What follows belongs to an exercise in optimizing a design on an open flow for small area; a production flow would make more cautious choices. Function was checked by simulation only, so behaviour that the tests miss may differ from the original. Power and IR drop assume default switching activity.

v5:
==> flow/design.v (excerpt) <==
module fir_avg_multi
#(
  parameter int W     = fir_avg_pkg::W_DEF,
  parameter int LOG2N = fir_avg_pkg::LOG2N_DEF,
  parameter int CH    = fir_avg_pkg::CH_DEF
) (
  input  logic            clk,
  input  logic            reset,
  input  logic            isValid,
  input  logic            flush,
  input  logic            bypass,
  input  logic [CH*W-1:0] dataIn,
  output logic [CH*W-1:0] dataOut,
  output logic            outValid,
  output logic            filled
);
Size: ~1700 cells after synthesis, about 830 flip-flops, roughly 31000 um2 of cells after synthesis.
Settings: LEC_CHECK=0, CAP_MARGIN=20, CORE_MARGIN=2, CORE_UTILIZATION=40, SLEW_MARGIN=20; clock period 7.0 ns.
run.sh (not shown) runs the stock make flow with config.mk's settings and CLKGATE_MAP_FILE= SYNTH_SCRIPT=/design/flow/synth_recipe.tcl, a recipe that flattens the netlist after the stock synthesis.
## Diff of input files: v47 against v5
# v5
export LEC_CHECK = 0
export CAP_MARGIN = 20
export CORE_MARGIN = 2
export CORE_UTILIZATION = 40
export SLEW_MARGIN = 20
create_clock -name core_clock -period 7.0 [get_ports {clk}]
# v47
export LEC_CHECK = 0
export CAP_MARGIN = 20
export CORE_MARGIN = 2
export CORE_UTILIZATION = 40
export CTS_BUF_LIST = sky130_fd_sc_hd__clkbuf_8
export CTS_CLUSTER_DIAMETER = 60
export CTS_CLUSTER_SIZE = 20
export SLEW_MARGIN = 20
create_clock -name core_clock -period 7.0 [get_ports {clk}]
Notes after the runs:
Re number of antenna repair diodes: no difference whatsoever between v5 and v47. Side by side, combinational fraction of design power turned out higher in v47 than in v5. Between v5 and v47, the number of signal-net buffers in the layout figures differ only marginally. Clock transition at the registers of the reported paths was higher in the run labelled v47. Number of resized instances in the post-cts repair step: v47 vs v5 identical. v47 vs. v5: tightest slew margin relative to the limit decreased by 0.80 points relative to the old numbers; first-iteration DRC count decreased by about 8% relative to the old numbers; part of the power in registers increased by 7.9 points relative to the old numbers.
Relative to v47, the following input files were edited for v33:
# v47
export LEC_CHECK = 0
export CAP_MARGIN = 20
export CORE_MARGIN = 2
export CORE_UTILIZATION = 40
export CTS_BUF_LIST = sky130_fd_sc_hd__clkbuf_8
export CTS_CLUSTER_DIAMETER = 60
export CTS_CLUSTER_SIZE = 20
export SLEW_MARGIN = 20
create_clock -name core_clock -period 7.0 [get_ports {clk}]
# v33
export LEC_CHECK = 0
export CAP_MARGIN = 20
export CORE_MARGIN = 2
export CORE_UTILIZATION = 40
export CTS_BUF_LIST = sky130_fd_sc_hd__clkbuf_16
export CTS_CLUSTER_DIAMETER = 50
export CTS_CLUSTER_SIZE = 30
export SLEW_MARGIN = 20
create_clock -name core_clock -period 7.0 [get_ports {clk}]
### Flow results
- v33 — shortest period the worst path allows 0.067 ns higher, v47 as reference
- Compared with v47, v33 shows a higher post-route cell area.
- Cmp v33 vs v47: post-synthesis to final-layout area growth higher in v33
- Comparing v33 and v47, the lower number of levels in the clock H-tree is on v47.
- Per the comparison of v33 with v47, fraction of standard cell area that is sequential went down 3.0 points, power density relative to cell area went up 38 nW/um2, global-route usage went up 0.22 points.
Input-level comparison between v41 and v33:
# v33
export LEC_CHECK = 0
export CAP_MARGIN = 20
export CORE_MARGIN = 2
export CORE_UTILIZATION = 40
export CTS_BUF_LIST = sky130_fd_sc_hd__clkbuf_16
export CTS_CLUSTER_DIAMETER = 50
export CTS_CLUSTER_SIZE = 30
export SLEW_MARGIN = 20
create_clock -name core_clock -period 7.0 [get_ports {clk}]
# v41
export LEC_CHECK = 0
export CAP_MARGIN = 20
export CORE_MARGIN = 2
export CORE_UTILIZATION = 40
export CTS_BUF_LIST = sky130_fd_sc_hd__clkbuf_4
export CTS_CLUSTER_SIZE = 30
export SLEW_MARGIN = 20
create_clock -name core_clock -period 7.0 [get_ports {clk}]
Findings:
- Re flip-flop and latch count: no difference whatsoever between v33 and v41.
- The least setup slack across all paths after layout of v41 exceeds that of v33 by 0.34 ns.
- Sort v33 and v41 by worst supply voltage drop on vdd, ascending, and v41 comes first.

* * *

The RTL this note starts from:
==> flow/design.v <==
package fir_avg_pkg;
  localparam int W_DEF     = 24;
  localparam int LOG2N_DEF = 4;
  localparam int CH_DEF    = 2;
  localparam int ACC_W_DEF = W_DEF + LOG2N_DEF;
  typedef logic signed [ACC_W_DEF-1:0] acc_def_t;
endpackage
module fir_avg_delay_line
#(
  parameter int W     = fir_avg_pkg::W_DEF,
  parameter int LOG2N = fir_avg_pkg::LOG2N_DEF,
  parameter int CH    = fir_avg_pkg::CH_DEF
) (
  input  logic            clk,
  input  logic            reset,
  input  logic            we,
  input  logic            hold,
  input  logic [CH*W-1:0] din_n,
  output logic [CH*W-1:0] newest_n,
  output logic [CH*W-1:0] oldest_raw,
  output logic            inv
);
  localparam int N = 1 << LOG2N;
  logic [CH*W-1:0]        sr0_n_q;  
  logic [CH*W-1:0]        sr0_n_d;
  logic [N-1:1][CH*W-1:0] sr_q;     
  logic [N-1:1][CH*W-1:0] sr_d;
  logic [N-1:1][CH*W-1:0] sr_in;    
  logic                   inv_q;
  always_ff @(posedge clk or posedge reset) begin
    if (reset) inv_q <= 1'b0;
    else       inv_q <= ~inv_q;
  end
  fir_avg_sel0_n #(.WIDTH(CH*W)) u_sel0 (
    .d0_n (din_n),
    .s1_n (~hold),
    .d1   (sr0_n_q),
    .y    (sr0_n_d)
  );
  assign sr_in[1] = ~sr0_n_q ^ {(CH*W){inv_q}};
  for (genvar k = 2; k < N; k++) begin : g_in
    assign sr_in[k] = sr_q[k-1];
  end
  fir_avg_sel_n #(.WIDTH((N-1)*CH*W)) u_sel (
    .s0_n (~we),
    .d0   (sr_in),
    .s1_n (~hold),
    .d1   (sr_q),
    .y_n  (sr_d)
  );
  always_ff @(posedge clk) begin
    sr0_n_q <= sr0_n_d;
    sr_q  <= sr_d;
  end
  assign newest_n   = sr0_n_q;
  assign oldest_raw = sr_q[N-1];
  assign inv        = inv_q;
endmodule
module fir_avg_sel0_n
#(
  parameter int WIDTH = 1
) (
  input  logic [WIDTH-1:0] d0_n,
  input  logic             s1_n,
  input  logic [WIDTH-1:0] d1,
  output logic [WIDTH-1:0] y
);
  assign y = d0_n & ({WIDTH{s1_n}} | d1);
endmodule
module fir_avg_sel_n
#(
  parameter int WIDTH = 1
) (
  input  logic             s0_n,
  input  logic [WIDTH-1:0] d0,
  input  logic             s1_n,
  input  logic [WIDTH-1:0] d1,
  output logic [WIDTH-1:0] y_n
);
  assign y_n = ~(({WIDTH{s0_n}} | d0) & ({WIDTH{s1_n}} | d1));
endmodule
module fir_avg_multi
#(
  parameter int W     = fir_avg_pkg::W_DEF,
  parameter int LOG2N = fir_avg_pkg::LOG2N_DEF,
  parameter int CH    = fir_avg_pkg::CH_DEF
) (
  input  logic            clk,
  input  logic            reset,
  input  logic            isValid,
  input  logic            flush,
  input  logic            bypass,
  input  logic [CH*W-1:0] dataIn,
  output logic [CH*W-1:0] dataOut,
  output logic            outValid,
  output logic            filled
);
  localparam int N  = 1 << LOG2N;
  localparam int AW = W + LOG2N;
  localparam int CIA_BLK = 8;
  logic            accept;
  logic [CH*W-1:0] din_g;       
  logic [CH*W-1:0] newest_n;
  logic [CH*W-1:0] oldest_raw;
  logic            inv;
  logic [LOG2N-1:0] cnt_q;
  logic             filled_q;
  logic             vld_q;
  logic             zero_q;     
  logic             sel_avg_q;  
  logic             sel_smp_q;  
  assign accept = isValid & ~flush;
  assign din_g  = {(CH*W){isValid}} & dataIn;
  fir_avg_delay_line #(
    .W     (W),
    .LOG2N (LOG2N),
    .CH    (CH)
  ) u_delay_line (
    .clk        (clk),
    .reset      (reset),
    .we         (isValid),
    .hold       (~isValid),
    .din_n      (~din_g),
    .newest_n   (newest_n),
    .oldest_raw (oldest_raw),
    .inv        (inv)
  );
  always_ff @(posedge clk or posedge reset) begin
    if (reset) begin
      cnt_q     <= '0;
      filled_q  <= 1'b0;
      vld_q     <= 1'b0;
      zero_q    <= 1'b1;
      sel_avg_q <= 1'b0;
      sel_smp_q <= 1'b0;
    end else begin
      vld_q  <= accept;
      zero_q <= flush;
      if (flush) begin
        cnt_q     <= '0;
        filled_q  <= 1'b0;
        sel_avg_q <= 1'b0;
        sel_smp_q <= 1'b0;
      end else if (accept) begin
        cnt_q     <= cnt_q + LOG2N'(1);
        sel_avg_q <= ~bypass;
        sel_smp_q <= bypass;
        if (cnt_q == LOG2N'(N-1)) filled_q <= 1'b1;
      end
    end
  end
  assign outValid = vld_q;
  assign filled   = filled_q;
  for (genvar c = 0; c < CH; c++) begin : g_ch
    logic                 smp_v;
    logic                 old_v;
    logic        [W-1:0]  smp_o;
    logic        [W-1:0]  old_o;
    logic        [AW-1:0] acc_n_q;    
    logic signed [AW-1:0] acc_nxt;
    assign smp_v = isValid;
    assign old_v = isValid & filled_q;
    assign smp_o = {~din_g[c*W+W-1], din_g[c*W +: W-1]};
    logic old_v1, old_v0;
    logic [W-1:0] old_raw, old_t;
    assign old_v1  = old_v & ~inv;
    assign old_v0  = old_v & inv;
    assign old_raw = oldest_raw[c*W +: W];
    assign old_t   = ({W{old_v1}} & old_raw) | ({W{old_v0}} & ~old_raw);
    assign old_o   = {~old_t[W-1], old_t[W-2:0]};
    logic [AW-1:0] op_a, op_b, op_c, cs_s, cs_c;
    assign op_a = ~(acc_n_q | {AW{zero_q}});
    assign op_b = {{LOG2N{1'b0}}, smp_o};
    assign op_c = ~{{LOG2N{1'b0}}, old_o};
    assign cs_s = op_a ^ op_b ^ op_c;
    assign cs_c = (op_a & op_b) | (op_a & op_c) | (op_b & op_c);
    localparam int NB = (AW + CIA_BLK - 1) / CIA_BLK;
    logic [AW-1:0] cp_a, cp_b;
    logic [AW-1:0] s0;      
    logic [AW-1:0] ones;    
    logic [NB:0]   cb;      
    assign cp_a  = cs_s;
    assign cp_b  = {cs_c[AW-2:0], 1'b1};
    assign cb[0] = 1'b0;
    for (genvar j = 0; j < NB; j++) begin : g_blk
      localparam int LO = j * CIA_BLK;
      localparam int HI = (LO + CIA_BLK < AW) ? LO + CIA_BLK : AW;
      logic [HI-LO:0] rc;
      assign rc[0] = 1'b0;
      for (genvar i = LO; i < HI; i++) begin : g_bit
        assign s0[i]      = cp_a[i] ^ cp_b[i] ^ rc[i-LO];
        assign rc[i-LO+1] = (cp_a[i] & cp_b[i]) | (rc[i-LO] & (cp_a[i] ^ cp_b[i]));
        if (i == LO) begin : g_first
          assign ones[i] = 1'b1;
        end else begin : g_next
          assign ones[i] = &s0[i-1:LO];
        end
        assign acc_nxt[i] = s0[i] ^ (cb[j] & ones[i]);
      end
      assign cb[j+1] = rc[HI-LO] | (cb[j] & (&s0[HI-1:LO]));
    end
    always_ff @(posedge clk) begin
      acc_n_q <= ~acc_nxt;
    end
    assign dataOut[c*W +: W] = ({W{sel_avg_q}} & ~acc_n_q[AW-1:LOG2N])
                             | ({W{sel_smp_q}} & ~newest_n[c*W +: W]);
  end
endmodule
Settings: LEC_CHECK=0, CAP_MARGIN=20, CORE_MARGIN=2, CORE_UTILIZATION=70, PLACE_DENSITY=0.8, SLEW_MARGIN=20, SYNTH_HIERARCHICAL=1, SYNTH_MINIMUM_KEEP_SIZE=0; clock period 7.0 ns.
standard.sh (not shown) runs the stock make flow with config.mk's settings and CLKGATE_MAP_FILE= SYNTH_SCRIPT=/design/flow/synth_recipe.tcl, a recipe that flattens the netlist after the stock synthesis.
==> flow/flow/run.sh <==
#!/bin/bash
# Layout flow: the standard ORFS flow (standard.sh, unchanged synthesis,
# floorplan, power grid and tap cells), with two settings of its own:
#  - port buffers are the smallest buffer (buf_1) instead of the flow's pick;
#  - clock tree: clkbuf_8 buffers in clusters of at most 20 sinks within
#    60 um, and no dummy loads at the leaves.
# make's full output goes to flow_make.log here; ORFS's per-step logs stay
# under orfs/logs/.
set -euo pipefail
bash standard.sh \
  BUFFER_PORTS_ARGS="-buffer_cell sky130_fd_sc_hd__buf_1" \
  CTS_ARGS="-sink_clustering_enable -repair_clock_nets -dont_use_dummy_load -buf_list sky130_fd_sc_hd__clkbuf_4 -sink_clustering_size 12 -sink_clustering_max_diameter 40" \
  finish > flow_make.log 2>&1
Next try:
--- a/flow/flow/run.sh
+++ b/flow/flow/run.sh
@@ -10,4 +10,4 @@
 bash standard.sh \
   BUFFER_PORTS_ARGS="-buffer_cell sky130_fd_sc_hd__buf_1" \
-  CTS_ARGS="-sink_clustering_enable -repair_clock_nets -dont_use_dummy_load -buf_list sky130_fd_sc_hd__clkbuf_4 -sink_clustering_size 12 -sink_clustering_max_diameter 40" \
+  CTS_ARGS="-sink_clustering_enable -repair_clock_nets -dont_use_dummy_load -buf_list sky130_fd_sc_hd__clkbuf_8 -sink_clustering_size 20 -sink_clustering_max_diameter 60" \
   finish > flow_make.log 2>&1
CAP_MARGIN = 10   (was 20)
SLEW_MARGIN = 10   (was 20)
Outcome: Register-to-register slack degrades by 0.04 ns. Die area does not change. Final cell count drops by 1.5%. Sequential power stays flat. Worst setup slack is worse by 0.11 ns. Maximum frequency went down by 1.7%. Total power hardly moves. Routed wire length goes down by about 0.54%.
Next try:
==> flow/flow/run.sh (replaced) <==
#!/bin/bash
set -euo pipefail
bash standard.sh \
  BUFFER_PORTS_ARGS="-buffer_cell sky130_fd_sc_hd__buf_1" \
  CTS_ARGS="-sink_clustering_enable -repair_clock_nets -dont_use_dummy_load -buf_list sky130_fd_sc_hd__clkbuf_8 -sink_clustering_size 20 -sink_clustering_max_diameter 60" \
  PRE_GLOBAL_PLACE_TCL="$PWD/flow/rm_buf.tcl" \
  finish > flow_make.log 2>&1
==> flow/flow/rm_buf.tcl (new file) <==
# Before global placement: remove the buffers synthesis inserted (the
# timing-driven placement does this itself; this flow places without it).
remove_buffers
CAP_MARGIN = 20   (was 10)
GPL_TIMING_DRIVEN = 0   (was not set)
SLEW_MARGIN = 20   (was 10)
The changed run finished with timing, DRC and antenna clean; wire length falls by a few percent; sequential share of layout area came out lower by 0.30 points; worst setup slack got worse by 0.18 ns; count of clock-buffer cells in the layout came out lower by 1; clock skew goes down by 0.0051 ns; first-iteration DRC count decreases by about a fifth; area after synthesis is unchanged; cell count went down slightly; design area went up slightly; via count shrinks slightly.
Next try:
==> flow/flow/run.sh (replaced) <==
#!/bin/bash
# Layout flow: the standard ORFS flow (standard.sh, unchanged synthesis,
# floorplan, power grid and tap cells), with two settings of its own:
#  - port buffers are the smallest buffer (buf_1) instead of the flow's pick;
#  - clock tree: clkbuf_8 buffers in clusters of at most 20 sinks within
#    60 um, and no dummy loads at the leaves.
# make's full output goes to flow_make.log here; ORFS's per-step logs stay
# under orfs/logs/.
set -euo pipefail
bash standard.sh \
  BUFFER_PORTS_ARGS="-buffer_cell sky130_fd_sc_hd__buf_1" \
  CTS_ARGS="-sink_clustering_enable -repair_clock_nets -dont_use_dummy_load -buf_list sky130_fd_sc_hd__clkbuf_8 -sink_clustering_size 20 -sink_clustering_max_diameter 60" \
  finish > flow_make.log 2>&1
CAP_MARGIN = 0   (was 20)
GPL_TIMING_DRIVEN = not set   (was 0)
SLEW_MARGIN = 0   (was 20)
removed: flow/flow/rm_buf.tcl
After rerunning:
- worst hold slack hardly moves
- combinational power stays flat
- global-route usage goes up by 1.2 points
- wire length goes up by about 5%
- cell count goes up by 0.69%
- setup slack is better by 0.18 ns
- total power goes up by about 0.9%
- fmax goes up by about 2.8%
- critical path depth goes down by 2
- utilization goes down by 0.39 points
Next try:
CAP_MARGIN = 20   (was 0)
SLEW_MARGIN = 20   (was 0)
What happened: Die area stays the same; clock power is about the same; final cell count stays the same; hold slack stays the same; cell area does not change; routed wire length does not change; power stays the same; setup slack stays the same.

-- separate check: timing with driven ports --
The flow's constraints put no driver on any port. The routed layouts listed below were extracted and timed again, unchanged, in two steps.
Step 1 sets driving cells, clkbuf_16 on the clock port and buf_2 on the other inputs (assumed; they add their load-dependent delay and slew).
Step 2 moves the port delays by t, midway between the first and last clock arrival at a register: inputs arrive t later, outputs are due t later. That takes back most of the time a late clock gives input paths.
a / b / c = no drivers / after step 1 / after step 2; a / b = the first two.
run | t (ns) | setup slack, ns | worst hold slack (ns) | worst register clock-pin slew, ns
v5 | 0.665 | 1.534 / 1.522 / 0.857 | 0.409 / 0.409 / 0.409 | 0.07 / 0.07
v47 | 0.734 | 1.619 / 1.604 / 0.870 | 0.390 / 0.390 / 0.390 | 0.12 / 0.12
v33 | 0.672 | 1.551 / 1.537 / 0.865 | 0.400 / 0.400 / 0.400 | 0.09 / 0.09
v41 | 1.038 | 1.890 / 1.872 / 0.835 | 0.367 / 0.367 / 0.367 | 0.09 / 0.09
the first run of note 2 | 0.835 | 0.494 / 0.526 / -0.309 | 0.343 / 0.343 / 0.343 | 0.12 / 0.12
the second run of note 2 | 0.706 | 0.381 / 0.414 / -0.292 | 0.393 / 0.393 / 0.393 | 0.12 / 0.12
the third run of note 2 | 0.705 | 0.197 / 0.191 / -0.514 | 0.395 / 0.395 / 0.395 | 0.12 / 0.12
the fourth run of note 2 | 0.706 | 0.381 / 0.414 / -0.292 | 0.393 / 0.393 / 0.393 | 0.12 / 0.12
the fifth run of note 2 | 0.706 | 0.381 / 0.414 / -0.292 | 0.393 / 0.393 / 0.393 | 0.12 / 0.12
Met with ideal ports but missed after step 2: setup timing in 5 of these runs. For v41, which loses most, drivers alone change the setup slack by -0.018 ns; drivers and shift together by -1.055 ns.
